From an optimization exercise on the open Yosys and OpenROAD flow, aimed at small area and a short achievable clock period; shortcuts taken in it are not production practice. At most, simulation tests tie the RTL to the original design; equivalence was not proved.

## old
==> module iq_demod_lpf, before the edit <==
module iq_demod_lpf
#(
  parameter int IN_W  = iq_demod_pkg::DEF_IN_W,
  parameter int CAR_W = iq_demod_pkg::DEF_CAR_W,
  parameter int DECIM = iq_demod_pkg::DEF_DECIM,
  parameter int OUT_W = iq_demod_pkg::DEF_OUT_W,
  parameter int SHIFT = iq_demod_pkg::DEF_SHIFT
) (
  input  logic                    clk,
  input  logic                    reset_n,
  input  logic                    sample_en,
  input  logic                    sym_start,
  input  logic signed [IN_W-1:0]  y_in,
  input  logic signed [CAR_W-1:0] i_car,
  input  logic signed [CAR_W-1:0] q_car,
  output logic signed [OUT_W-1:0] i_out,
  output logic signed [OUT_W-1:0] q_out,
  output logic                    out_valid,
  output logic                    overflow
);
  localparam int NB = 97;   
  logic          en;
  logic [24:0]   ye;
  logic [11:0]   one, two, neg;
  logic [NB-1:0] rows_i, rows_q, prod_i_q, prod_q_q;
  logic          vld_q, sop_q, out_valid_q, dump, clr;
  logic [3:0]    cnt_q;
  logic          ovf_i, ovf_q;
  assign en = sample_en & reset_n;
  assign ye = {y_in, 1'b0};
  always_comb begin
    for (int k = 0; k < 12; k++) begin
      one[k] = en & (ye[2*k+1] ^ ye[2*k]);
      two[k] = en & ((ye[2*k+2] & ~ye[2*k+1] & ~ye[2*k]) | (~ye[2*k+2] & ye[2*k+1] & ye[2*k]));
      neg[k] = en & ye[2*k+2];
    end
  end
  iq_mix_tree u_mix_i (.x(i_car), .one(one), .two(two), .neg(neg), .rows_o(rows_i));
  iq_mix_tree u_mix_q (.x(q_car), .one(one), .two(two), .neg(neg), .rows_o(rows_q));
  always_ff @(posedge clk) begin
    prod_i_q <= rows_i;
    prod_q_q <= rows_q;
  end
  always_ff @(posedge clk) begin
    if (!reset_n) begin
      vld_q <= 1'b0;
      sop_q <= 1'b0;
    end else begin
      vld_q <= sample_en;
      sop_q <= sample_en & sym_start;
    end
  end
  assign dump = vld_q & ~sop_q & (cnt_q == 4'd9);
  always_ff @(posedge clk) begin
    if (!reset_n) begin
      cnt_q       <= '0;
      out_valid_q <= 1'b0;
    end else begin
      out_valid_q <= dump;
      if (vld_q) begin
        if (sop_q)     cnt_q <= 4'd1;
        else if (dump) cnt_q <= '0;
        else           cnt_q <= cnt_q + 4'd1;
      end
    end
  end
  assign clr = ~reset_n | dump | (sample_en & sym_start);
  iq_integrate_dump u_int_i (.clk(clk), .reset_n(reset_n), .vld_i(vld_q), .clr_i(clr),
    .dump_i(dump), .prod_i(prod_i_q), .data_o(i_out), .ovf_o(ovf_i));
  iq_integrate_dump u_int_q (.clk(clk), .reset_n(reset_n), .vld_i(vld_q), .clr_i(clr),
    .dump_i(dump), .prod_i(prod_q_q), .data_o(q_out), .ovf_o(ovf_q));
  assign out_valid = out_valid_q;
  assign overflow  = ovf_i | ovf_q;
endmodule
export LEC_CHECK = 0
export ABC_AREA = 1
export CAP_MARGIN = 20
export CORE_MARGIN = 2
export CORE_UTILIZATION = 40
export CTS_BUF_LIST = sky130_fd_sc_hd__clkbuf_8
export CTS_CLUSTER_SIZE = 24
export PLACE_DENSITY = 0.6
export SLEW_MARGIN = 20
create_clock -name core_clock -period 10.5 [get_ports {clk}]
standard.sh (not shown) runs the stock make flow with config.mk's settings and CLKGATE_MAP_FILE= SYNTH_SCRIPT=/design/flow/synth_recipe.tcl, a recipe that flattens the netlist after the stock synthesis.
==> flow/flow/run.sh <==
#!/bin/bash
set -euo pipefail
bash standard.sh SETUP_SLACK_MARGIN=5 "BUFFER_PORTS_ARGS=-buffer_cell sky130_fd_sc_hd__buf_2" finish > layout.log 2>&1
diff inputs: old => new
diff --git a/flow/design.v b/flow/design.v
--- a/flow/design.v
+++ b/flow/design.v
@@ -456,21 +456,24 @@
   localparam int NB = 97;   
   logic          en;
+  logic [23:0]   xi, xq;
   logic [24:0]   ye;
   logic [11:0]   one, two, neg;
   logic [NB-1:0] rows_i, rows_q, prod_i_q, prod_q_q;
-  logic          vld_q, sop_q, out_valid_q, dump, clr;
+  logic          vld_q, sop_q, out_valid_q, dump, clr, rst_q;
   logic [3:0]    cnt_q;
   logic          ovf_i, ovf_q;
-  assign en = sample_en & reset_n;
+  assign en = sample_en;
+  assign xi = i_car & {24{en}};
+  assign xq = q_car & {24{en}};
   assign ye = {y_in, 1'b0};
   always_comb begin
     for (int k = 0; k < 12; k++) begin
-      one[k] = en & (ye[2*k+1] ^ ye[2*k]);
-      two[k] = en & ((ye[2*k+2] & ~ye[2*k+1] & ~ye[2*k]) | (~ye[2*k+2] & ye[2*k+1] & ye[2*k]));
-      neg[k] = en & ye[2*k+2];
+      one[k] = ye[2*k+1] ^ ye[2*k];
+      two[k] = (ye[2*k+2] & ~ye[2*k+1] & ~ye[2*k]) | (~ye[2*k+2] & ye[2*k+1] & ye[2*k]);
+      neg[k] = ye[2*k+2];
     end
   end
-  iq_mix_tree u_mix_i (.x(i_car), .one(one), .two(two), .neg(neg), .rows_o(rows_i));
-  iq_mix_tree u_mix_q (.x(q_car), .one(one), .two(two), .neg(neg), .rows_o(rows_q));
+  iq_mix_tree u_mix_i (.x(xi), .one(one), .two(two), .neg(neg), .rows_o(rows_i));
+  iq_mix_tree u_mix_q (.x(xq), .one(one), .two(two), .neg(neg), .rows_o(rows_q));
   always_ff @(posedge clk) begin
     prod_i_q <= rows_i;
@@ -500,5 +503,6 @@
     end
   end
-  assign clr = ~reset_n | dump | (sample_en & sym_start);
+  always_ff @(posedge clk) rst_q <= ~reset_n;
+  assign clr = ~reset_n | rst_q | dump | (sample_en & sym_start);
   iq_integrate_dump u_int_i (.clk(clk), .reset_n(reset_n), .vld_i(vld_q), .clr_i(clr),
     .dump_i(dump), .prod_i(prod_i_q), .data_o(i_out), .ovf_o(ovf_i));
--- outcome ---
Of old and new, the run reporting the higher count of clock-net buffers in the final layout was new.
Compared with old, new shows a lower clock share of power.
As far as number of nets still failing antenna checks after routing goes, old and new are indistinguishable; the numbers are identical.
new: placeable core region is 0.0012 mm^2 higher than what old reported.
Against old, new comes in about 0.8% lower on maximum clock rate.
Re well-tap cell count: new is 10 up on old.
Relative to old, the number of clock buffers inserted by TritonCTS measured on new has increased by a few percent.
Higher number of rows created at floorplan was reported by new, not old.
The RTL of new was laid out without a check of its function.

==> re-timing with driven ports <==
How much do the figures lean on ideal ports? The routed layouts below were timed once more, with nothing changed but the port constraints. Step 1 (the two cells are an assumption about what drives the block):
set clk [get_ports {clk}]
set_driving_cell -lib_cell sky130_fd_sc_hd__clkbuf_16 $clk
set_driving_cell -lib_cell sky130_fd_sc_hd__buf_2 [delete_from_list [all_inputs] $clk]
Step 2 adds t to the input delays and takes it off the output delays; t is the mean of the earliest and latest rising clock arrival at the registers after step 1. Input paths then give back, and output paths get back, about the clock's delay inside the block. Three values: no drivers, after step 1, after step 2; two values: the first two.
| run | t (ns) | setup WS [ns] | hold WS [ns] | worst slew at a driven data input, ns |
|---|---|---|---|---|
| old | 0.774 | 5.023 / 5.020 / 4.246 | 0.445 / 0.445 / 0.445 | 0.16 |
| new | 0.789 | 4.977 / 4.981 / 4.192 | 0.460 / 0.460 / 0.460 | 0.10 |
After both steps setup and hold are still met in every run listed. The setup slack of new, which loses most, moves by +0.004 ns with the drivers and by -0.785 ns with both steps.
